This design comes from an exercise in tuning for small area, a short achievable clock period and few clock cycles per item on the open sky130 flow, not from production work.

==> quartz: inputs <==
Design resp_stream_parser, start of the top module:
module resp_stream_parser (
	input  logic         clk,
	input  logic         arst_n,
	input  logic         s_tvalid,
	output logic         s_tready,
	input  logic [7:0]   s_tdata,   
	input  logic [0:0]   s_tuser,   
	output logic         m_tvalid,
	input  logic         m_tready,
	output logic [111:0] m_tdata,   
	output logic [5:0]   m_tuser,   
	output logic         m_tlast    
);
export LEC_CHECK = 0
export CAP_MARGIN = 20
export CORE_MARGIN = 2
export CORE_UTILIZATION = 40
export SLEW_MARGIN = 20
create_clock -name core_clock -period 8.5 [get_ports {clk}]
run.sh (not shown) runs the stock make flow with config.mk's settings and CLKGATE_MAP_FILE= SYNTH_SCRIPT=/design/flow/synth_recipe.tcl, a recipe that flattens the netlist after the stock synthesis.
==> tundra: changes against quartz <==
--- a/flow/design.v
+++ b/flow/design.v
@@ -61,97 +61,117 @@
 	input  logic        neg,
 	output logic        is_digit,
 	output logic [63:0] acc_next,
 	output logic        int_over,
 	output logic        cnt_over
 );
 	localparam logic [63:0] INT_Q = 64'h0CCC_CCCC_CCCC_CCCC;
-	localparam logic [63:0] INT_NQ = 64'hF333_3333_3333_3334;
 	localparam logic [31:0] CNT_Q = 32'h1999_9999;
-	logic [3:0]  d;
-	logic [63:0] addend;
+	logic [3:0] d;
+	logic [4:0] addend;
+	logic       gt, eq, eqm1, hi_eq;
 	assign is_digit = (data[7:4] == 4'h3) && ((data[3] == 1'b0) || (data[2:1] == 2'b00));
 	assign d        = data[3:0];
-	assign addend   = neg ? (64'd0 - {60'd0, d}) : {60'd0, d};
-	assign acc_next = (acc << 3) + (acc << 1) + addend;
-	assign int_over = neg ? (($signed(acc) < $signed(INT_NQ)) || ((acc == INT_NQ) && (d > 4'd8)))
-	                      : ((acc > INT_Q) || ((acc == INT_Q) && (d > 4'd7)));
+	always_comb begin
+		case ({neg, d})
+			5'h10:   addend = 5'd9;
+			5'h11:   addend = 5'd10;
+			5'h12:   addend = 5'd11;
+			5'h13:   addend = 5'd12;
+			5'h14:   addend = 5'd13;
+			5'h15:   addend = 5'd14;
+			5'h16:   addend = 5'd15;
+			5'h17:   addend = 5'd16;
+			5'h18:   addend = 5'd17;
+			5'h19:   addend = 5'd18;
+			default: addend = {1'b0, d};
+		endcase
+	end
+	assign acc_next = (acc << 3) + (acc << 1) + 64'(addend);
+	assign gt    = acc > INT_Q;
+	assign hi_eq = acc[63:4] == INT_Q[63:4];
+	assign eq    = hi_eq && (acc[3:0] == INT_Q[3:0]);
+	assign eqm1  = hi_eq && (acc[3:0] == (INT_Q[3:0] - 4'd1));
+	assign int_over = neg ? (!acc[63] && (gt || eq || (eqm1 && (d > 4'd8))))
+	                      : (gt || (eq && (d > 4'd7)));
 	assign cnt_over = (acc[31:0] > CNT_Q) || ((acc[31:0] == CNT_Q) && (d > 4'd5));
 endmodule
 `timescale 1ns / 1ps
 module rsp_stack (
 	input  logic        clk,
 	input  logic        arst_n,
 	input  logic        en,
+	input  logic        held,
 	input  logic        clear,
 	input  logic        push,
 	input  logic        close,
 	input  logic [31:0] push_val,
 	output logic [4:0]  depth,
 	output logic        full,
 	output logic        empty_close
 );
 	logic [4:0]  ptr_q;
 	logic [31:0] top_q;
-	logic        top_one_q;
+	logic        top_one;
 	logic [31:0] cnt_q [15];
 	logic [14:0] zero_q;
 	logic        found;
-	logic [3:0]  sel;
 	logic [31:0] top_dec;
 	logic [31:0] sel_cnt;
 	assign depth   = ptr_q;
 	assign full    = ptr_q[4];
 	assign top_dec = top_q - 32'd1;
+	assign top_one = top_q == 32'd1;
+	logic [14:0] cand, pick, above;
+	logic [4:0]  pop_ptr;
 	always_comb begin
-		found = 1'b0;
-		sel   = '0;
 		for (int i = 0; i < 15; i++) begin
-			if ((5'(i + 1) < ptr_q) && !zero_q[i]) begin
-				found = 1'b1;
-				sel   = 4'(i);
-			end
+			cand[i] = (5'(i + 1) < ptr_q) && !zero_q[i];
+		end
+		above[14] = 1'b0;
+		for (int i = 13; i >= 0; i--) begin
+			above[i] = above[i + 1] || cand[i + 1];
+		end
+		pick    = cand & ~above;
+		found   = |cand;
+		sel_cnt = '0;
+		pop_ptr = '0;
+		for (int i = 0; i < 15; i++) begin
+			sel_cnt = sel_cnt | ({32{pick[i]}} & cnt_q[i]);
+			pop_ptr = pop_ptr | ({5{pick[i]}} & 5'(i + 1));
 		end
 	end
-	assign sel_cnt     = cnt_q[sel];
-	assign empty_close = (ptr_q == 5'd0) || (top_one_q && !found);
+	assign empty_close = (ptr_q == 5'd0) || (top_one && !found);
 	always_ff @(posedge clk or negedge arst_n) begin
 		if (!arst_n) begin
 			ptr_q <= '0;
 		end else if (en && clear) begin
 			ptr_q <= '0;
 		end else if (en && push) begin
 			ptr_q <= ptr_q + 5'd1;
 		end else if (en && close) begin
-			if (ptr_q != 5'd0 && !top_one_q) begin
+			if (ptr_q != 5'd0 && !top_one) begin
 				ptr_q <= ptr_q;
 			end else begin
-				ptr_q <= found ? (5'(sel) + 5'd1) : 5'd0;
+				ptr_q <= pop_ptr;
 			end
 		end
 	end
 	always_ff @(posedge clk) begin
 		if (en && push) begin
-			top_q     <= push_val;
-			top_one_q <= push_val == 32'd1;
+			top_q <= push_val;
 		end else if (en && close && (ptr_q != 5'd0)) begin
-			if (!top_one_q) begin
-				top_q     <= top_dec;
-				top_one_q <= top_q == 32'd2;
-			end else begin
-				top_q     <= sel_cnt;
-				top_one_q <= sel_cnt == 32'd1;
-			end
+			top_q <= top_one ? sel_cnt : top_dec;
 		end
 	end
 	always_ff @(posedge clk) begin
 		for (int i = 0; i < 15; i++) begin
-			if (en && push && (ptr_q == 5'(i + 1))) begin
+			if (held && push && (ptr_q == 5'(i + 1))) begin
 				cnt_q[i]  <= top_dec;
-				zero_q[i] <= top_one_q;
+				zero_q[i] <= top_one;
 			end
 		end
 	end
 endmodule
 `timescale 1ns / 1ps
 module resp_stream_parser (
 	input  logic         clk,
@@ -162,57 +182,73 @@
 	input  logic [0:0]   s_tuser,   
 	output logic         m_tvalid,
 	input  logic         m_tready,
 	output logic [111:0] m_tdata,   
 	output logic [5:0]   m_tuser,   
 	output logic         m_tlast    
 );
-	localparam logic [63:0] INT_POS_SAT = 64'h7FFF_FFFF_FFFF_FFFF;
-	localparam logic [63:0] INT_NEG_SAT = 64'h8000_0000_0000_0000;
-	logic adv;
-	logic valid_s1, valid_s2;
-	logic [7:0] data_s1;
-	logic start_s1;
+	localparam logic [63:0] INT_SAT = 64'h7FFF_FFFF_FFFF_FFFF;
+	logic adv, s_fire, load_s1;
+	logic valid_s1, valid_s2, valid_sk;
+	logic [7:0] data_s1, data_sk;
+	logic start_s1, start_sk;
 	rsp_pkg::phase_t phase_q;
 	rsp_pkg::phase_t phase_n;
 	rsp_pkg::phase_t ph_c;
 	logic [2:0]  kind_q, kind_n;
 	logic [63:0] acc_q, acc_n;
 	logic        neg_q, neg_n;
 	logic        dig_q, dig_n;
 	logic [31:0] off_q;
 	logic        err_c;
 	logic [2:0]  ecode_q, ecode_n;
 	logic [2:0] ev;
 	logic [2:0] new_code;
-	logic       is_value;
+	logic       done;
 	logic [2:0] ev_s2;
+	logic [2:0] kind_s2;
+	logic       done_s2;
+	logic       numen_s2;
 	logic [7:0] payload_s2;
 	logic [4:0] depth_s2;
 	logic        is_digit, int_over, cnt_over;
 	logic [63:0] acc_next;
 	logic        stk_push, stk_close;
 	logic        stk_full, stk_empty_close;
 	logic [4:0]  stk_depth;
 	logic [31:0] bulk_c;
 	assign adv      = valid_s1 && (!valid_s2 || m_tready);
-	assign s_tready = !valid_s1 || adv;
+	assign s_tready = !valid_sk;
+	assign s_fire   = s_tvalid && !valid_sk;
+	assign load_s1  = valid_sk ? adv : (s_fire && (adv || !valid_s1));
 	always_ff @(posedge clk or negedge arst_n) begin
 		if (!arst_n) begin
 			valid_s1 <= 1'b0;
-		end else if (s_tvalid && s_tready) begin
-			valid_s1 <= 1'b1;
-		end else if (adv) begin
-			valid_s1 <= 1'b0;
+			valid_sk <= 1'b0;
+		end else begin
+			if (load_s1) begin
+				valid_s1 <= 1'b1;
+			end else if (adv) begin
+				valid_s1 <= 1'b0;
+			end
+			if (valid_sk) begin
+				valid_sk <= !adv;
+			end else begin
+				valid_sk <= s_fire && valid_s1 && !adv;
+			end
 		end
 	end
 	always_ff @(posedge clk) begin
-		if (s_tvalid && s_tready) begin
-			data_s1  <= s_tdata;
-			start_s1 <= s_tuser[0];
+		if (load_s1) begin
+			data_s1  <= valid_sk ? data_sk : s_tdata;
+			start_s1 <= valid_sk ? start_sk : s_tuser[0];
+		end
+		if (!valid_sk) begin
+			data_sk  <= s_tdata;
+			start_sk <= s_tuser[0];
 		end
 	end
 	assign ph_c   = start_s1 ? rsp_pkg::PH_MARK : phase_q;
 	assign err_c  = !start_s1 && (ecode_q != rsp_pkg::E_NONE);
 	assign bulk_c = acc_q[63:32];
 	rsp_digit u_digit (
 		.data     (data_s1),
@@ -223,14 +259,15 @@
 		.int_over (int_over),
 		.cnt_over (cnt_over)
 	);
 	rsp_stack u_stack (
 		.clk         (clk),
 		.arst_n      (arst_n),
 		.en          (adv),
+		.held        (valid_s1),
 		.clear       (start_s1),
 		.push        (stk_push),
 		.close       (stk_close),
 		.push_val    (acc_q[31:0]),
 		.depth       (stk_depth),
 		.full        (stk_full),
 		.empty_close (stk_empty_close)
@@ -242,14 +279,15 @@
 		neg_n     = neg_q;
 		dig_n     = dig_q;
 		ecode_n   = start_s1 ? rsp_pkg::E_NONE : ecode_q;
 		ev        = rsp_pkg::EV_FRAME;
 		new_code  = rsp_pkg::E_NONE;
 		stk_push  = 1'b0;
 		stk_close = 1'b0;
+		done      = 1'b0;
 		if (err_c) begin
 			ev = rsp_pkg::EV_IGNORE;
 		end else begin
 			case (ph_c)
 				rsp_pkg::PH_MARK: begin
 					acc_n = '0;
 					neg_n = 1'b0;
@@ -285,33 +323,33 @@
 						end
 					endcase
 				end
 				rsp_pkg::PH_INT_START, rsp_pkg::PH_INT_BODY: begin
 					if ((ph_c == rsp_pkg::PH_INT_START) &&
 					    ((data_s1 == rsp_pkg::CH_PLUS) || (data_s1 == rsp_pkg::CH_MINUS))) begin
 						neg_n   = data_s1 == rsp_pkg::CH_MINUS;
+						acc_n   = {64{data_s1 == rsp_pkg::CH_MINUS}};
 						phase_n = rsp_pkg::PH_INT_BODY;
 					end else if (is_digit) begin
-						acc_n   = int_over ? (neg_q ? INT_NEG_SAT : INT_POS_SAT) : acc_next;
+						acc_n   = int_over ? INT_SAT : acc_next;
 						dig_n   = 1'b1;
 						phase_n = rsp_pkg::PH_INT_BODY;
 					end else if ((data_s1 == rsp_pkg::CH_CR) && ((ph_c == rsp_pkg::PH_INT_START) || dig_q)) begin
 						phase_n = rsp_pkg::PH_LINE_LF;
 					end else begin
 						ev       = rsp_pkg::EV_ERROR;
 						new_code = rsp_pkg::E_TOKEN;
 					end
 				end
 				rsp_pkg::PH_COUNT: begin
 					if (is_digit) begin
+						acc_n = acc_next;
 						if (cnt_over) begin
 							ev       = rsp_pkg::EV_ERROR;
 							new_code = rsp_pkg::E_OVERFLOW;
-						end else begin
-							acc_n = acc_next;
 						end
 					end else if (data_s1 == rsp_pkg::CH_CR) begin
 						phase_n = rsp_pkg::PH_LINE_LF;
 					end else begin
 						ev       = rsp_pkg::EV_ERROR;
 						new_code = rsp_pkg::E_TOKEN;
 					end
@@ -356,15 +394,19 @@
 						end else begin
 							stk_push = 1'b1;
 							ev       = rsp_pkg::EV_VALUE;
 							phase_n  = rsp_pkg::PH_MARK;
 						end
 					end else begin
 						ev = rsp_pkg::EV_VALUE;
+						if (kind_q == rsp_pkg::K_INT && neg_q) begin
+							acc_n = ~acc_q;
+						end
 						stk_close = 1'b1;
+						done      = stk_empty_close;
 						phase_n   = stk_empty_close ? rsp_pkg::PH_DONE : rsp_pkg::PH_MARK;
 					end
 				end
 				default: begin
 					ev = rsp_pkg::EV_IGNORE;
 				end
 			endcase
@@ -400,21 +442,21 @@
 		end else if (m_tready) begin
 			valid_s2 <= 1'b0;
 		end
 	end
 	always_ff @(posedge clk) begin
 		if (adv) begin
 			ev_s2      <= ev;
+			kind_s2    <= ((ev == rsp_pkg::EV_FRAME) || (ev == rsp_pkg::EV_DATA) || (ev == rsp_pkg::EV_VALUE)) ?
+			              kind_n : rsp_pkg::K_INT;
+			done_s2    <= done;
+			numen_s2   <= (ev == rsp_pkg::EV_VALUE) && (kind_n != rsp_pkg::K_STR) &&
+			              (kind_n != rsp_pkg::K_ERR) && (kind_n != rsp_pkg::K_NULL);
 			payload_s2 <= (ev == rsp_pkg::EV_DATA) ? data_s1 : 8'd0;
 			depth_s2   <= start_s1 ? 5'd0 : stk_depth;
 		end
 	end
-	assign is_value = ev_s2 == rsp_pkg::EV_VALUE;
 	assign m_tvalid = valid_s2;
-	assign m_tdata  = {off_q, ecode_q, depth_s2,
-	                   (is_value && (kind_q != rsp_pkg::K_STR) && (kind_q != rsp_pkg::K_ERR) &&
-	                    (kind_q != rsp_pkg::K_NULL)) ? acc_q : 64'd0,
-	                   payload_s2};
-	assign m_tuser  = {((ev_s2 == rsp_pkg::EV_FRAME) || (ev_s2 == rsp_pkg::EV_DATA) || is_value) ? kind_q : rsp_pkg::K_INT,
-	                   ev_s2};
-	assign m_tlast  = is_value && (phase_q == rsp_pkg::PH_DONE);
+	assign m_tdata  = {off_q, ecode_q, depth_s2, numen_s2 ? acc_q : 64'd0, payload_s2};
+	assign m_tuser  = {kind_s2, ev_s2};
+	assign m_tlast  = done_s2;
 endmodule
CORE_UTILIZATION = 55   (was 40)
SETUP_SLACK_MARGIN = 5   (was not set)
==> xenon: changes against quartz <==
--- a/flow/design.v
+++ b/flow/design.v
@@ -164,55 +164,72 @@
 	input  logic         m_tready,
 	output logic [111:0] m_tdata,   
 	output logic [5:0]   m_tuser,   
 	output logic         m_tlast    
 );
 	localparam logic [63:0] INT_POS_SAT = 64'h7FFF_FFFF_FFFF_FFFF;
 	localparam logic [63:0] INT_NEG_SAT = 64'h8000_0000_0000_0000;
-	logic adv;
-	logic valid_s1, valid_s2;
-	logic [7:0] data_s1;
-	logic start_s1;
+	logic adv, s_fire, load_s1;
+	logic valid_s1, valid_s2, valid_sk;
+	logic [7:0] data_s1, data_sk;
+	logic start_s1, start_sk;
 	rsp_pkg::phase_t phase_q;
 	rsp_pkg::phase_t phase_n;
 	rsp_pkg::phase_t ph_c;
 	logic [2:0]  kind_q, kind_n;
 	logic [63:0] acc_q, acc_n;
 	logic        neg_q, neg_n;
 	logic        dig_q, dig_n;
 	logic [31:0] off_q;
 	logic        err_c;
 	logic [2:0]  ecode_q, ecode_n;
 	logic [2:0] ev;
 	logic [2:0] new_code;
-	logic       is_value;
+	logic       done;
 	logic [2:0] ev_s2;
+	logic [2:0] kind_s2;
+	logic       done_s2;
+	logic       numen_s2;
 	logic [7:0] payload_s2;
 	logic [4:0] depth_s2;
 	logic        is_digit, int_over, cnt_over;
 	logic [63:0] acc_next;
 	logic        stk_push, stk_close;
 	logic        stk_full, stk_empty_close;
 	logic [4:0]  stk_depth;
 	logic [31:0] bulk_c;
 	assign adv      = valid_s1 && (!valid_s2 || m_tready);
-	assign s_tready = !valid_s1 || adv;
+	assign s_tready = !valid_sk;
+	assign s_fire   = s_tvalid && !valid_sk;
+	assign load_s1  = valid_sk ? adv : (s_fire && (adv || !valid_s1));
 	always_ff @(posedge clk or negedge arst_n) begin
 		if (!arst_n) begin
 			valid_s1 <= 1'b0;
-		end else if (s_tvalid && s_tready) begin
-			valid_s1 <= 1'b1;
-		end else if (adv) begin
-			valid_s1 <= 1'b0;
+			valid_sk <= 1'b0;
+		end else begin
+			if (load_s1) begin
+				valid_s1 <= 1'b1;
+			end else if (adv) begin
+				valid_s1 <= 1'b0;
+			end
+			if (valid_sk) begin
+				valid_sk <= !adv;
+			end else begin
+				valid_sk <= s_fire && valid_s1 && !adv;
+			end
 		end
 	end
 	always_ff @(posedge clk) begin
-		if (s_tvalid && s_tready) begin
-			data_s1  <= s_tdata;
-			start_s1 <= s_tuser[0];
+		if (load_s1) begin
+			data_s1  <= valid_sk ? data_sk : s_tdata;
+			start_s1 <= valid_sk ? start_sk : s_tuser[0];
+		end
+		if (!valid_sk) begin
+			data_sk  <= s_tdata;
+			start_sk <= s_tuser[0];
 		end
 	end
 	assign ph_c   = start_s1 ? rsp_pkg::PH_MARK : phase_q;
 	assign err_c  = !start_s1 && (ecode_q != rsp_pkg::E_NONE);
 	assign bulk_c = acc_q[63:32];
 	rsp_digit u_digit (
 		.data     (data_s1),
@@ -242,14 +259,15 @@
 		neg_n     = neg_q;
 		dig_n     = dig_q;
 		ecode_n   = start_s1 ? rsp_pkg::E_NONE : ecode_q;
 		ev        = rsp_pkg::EV_FRAME;
 		new_code  = rsp_pkg::E_NONE;
 		stk_push  = 1'b0;
 		stk_close = 1'b0;
+		done      = 1'b0;
 		if (err_c) begin
 			ev = rsp_pkg::EV_IGNORE;
 		end else begin
 			case (ph_c)
 				rsp_pkg::PH_MARK: begin
 					acc_n = '0;
 					neg_n = 1'b0;
@@ -357,14 +375,15 @@
 							stk_push = 1'b1;
 							ev       = rsp_pkg::EV_VALUE;
 							phase_n  = rsp_pkg::PH_MARK;
 						end
 					end else begin
 						ev = rsp_pkg::EV_VALUE;
 						stk_close = 1'b1;
+						done      = stk_empty_close;
 						phase_n   = stk_empty_close ? rsp_pkg::PH_DONE : rsp_pkg::PH_MARK;
 					end
 				end
 				default: begin
 					ev = rsp_pkg::EV_IGNORE;
 				end
 			endcase
@@ -400,21 +419,21 @@
 		end else if (m_tready) begin
 			valid_s2 <= 1'b0;
 		end
 	end
 	always_ff @(posedge clk) begin
 		if (adv) begin
 			ev_s2      <= ev;
+			kind_s2    <= ((ev == rsp_pkg::EV_FRAME) || (ev == rsp_pkg::EV_DATA) || (ev == rsp_pkg::EV_VALUE)) ?
+			              kind_n : rsp_pkg::K_INT;
+			done_s2    <= done;
+			numen_s2   <= (ev == rsp_pkg::EV_VALUE) && (kind_n != rsp_pkg::K_STR) &&
+			              (kind_n != rsp_pkg::K_ERR) && (kind_n != rsp_pkg::K_NULL);
 			payload_s2 <= (ev == rsp_pkg::EV_DATA) ? data_s1 : 8'd0;
 			depth_s2   <= start_s1 ? 5'd0 : stk_depth;
 		end
 	end
-	assign is_value = ev_s2 == rsp_pkg::EV_VALUE;
 	assign m_tvalid = valid_s2;
-	assign m_tdata  = {off_q, ecode_q, depth_s2,
-	                   (is_value && (kind_q != rsp_pkg::K_STR) && (kind_q != rsp_pkg::K_ERR) &&
-	                    (kind_q != rsp_pkg::K_NULL)) ? acc_q : 64'd0,
-	                   payload_s2};
-	assign m_tuser  = {((ev_s2 == rsp_pkg::EV_FRAME) || (ev_s2 == rsp_pkg::EV_DATA) || is_value) ? kind_q : rsp_pkg::K_INT,
-	                   ev_s2};
-	assign m_tlast  = is_value && (phase_q == rsp_pkg::PH_DONE);
+	assign m_tdata  = {off_q, ecode_q, depth_s2, numen_s2 ? acc_q : 64'd0, payload_s2};
+	assign m_tuser  = {kind_s2, ev_s2};
+	assign m_tlast  = done_s2;
 endmodule
SETUP_SLACK_MARGIN = 5   (was not set)
==> metrics.cfg <==
[global_route]
antenna_found_initial = 2

[final_layout]
nMultiInputCombCells = 2035
final_nets = 3360

[yosys]
yosys.area_share.simple = 0.148
yosys-top-cells-area = edfxtp_1 55%, ha_1 4.7%, nand2_1 3.1%, a21oi_1 2.7%, dfstp_2 2.4%

[power]
pg_clk_uw = 3210

[run_status]
status = complete, no violations

The numbers above come from tundra.

==> metrics.cfg <==
[run_status]
status = complete, no violations

[final_layout]
nMultiInputCombCells = 2106

[global_route]
antenna_found_initial = 1

[yosys]
yosys.area_share.simple = 0.126
yosys-top-cells-area = edfxtp_1 53%, fa_1 3.5%, a21oi_1 2.9%, ha_1 2.9%, nor2_1 2.5%

The numbers above come from xenon.

==> metrics.cfg <==
[run_status]
status = complete, no violations

[global_route]
antenna_found_initial = 5

[final_layout]
final_nets = 3280
nMultiInputCombCells = 2105

[yosys]
yosys.area_share.simple = 0.144

The numbers above come from quartz.

No functional check of the RTL was part of any run of this note.

-- port drivers added, routing unchanged --
No port has a modelled driver above. Below, the same layouts with a new extraction and two added sets of constraints. Step 1 sets driving cells, clkbuf_16 on the clock port and buf_2 on the other inputs (assumed; they add their load-dependent delay and slew). Step 2, shift: input delay + t, output delay - t, t = (earliest + latest rising clock arrival at the registers) / 2. This alone moves slack from input paths to output paths. Three values: no drivers, after step 1, after step 2; two values: the first two.
run	t, ns	setup WS [ns]	hold slack, ns	worst data-port slew with drivers (ns)	cell pins on the clock port's net
quartz	0.696	1.705 / 1.705 / 1.705	0.482 / 0.482 / 0.482	0.04	1
tundra	0.680	4.548 / 4.548 / 4.336	0.472 / 0.472 / 0.472	0.07	1
xenon	0.704	3.426 / 3.426 / 3.426	0.472 / 0.472 / 0.472	0.08	1
After both steps setup and hold are still met in every run listed. The setup slack of tundra, which loses most, moves by 0.000 ns with the drivers and by -0.212 ns with both steps.
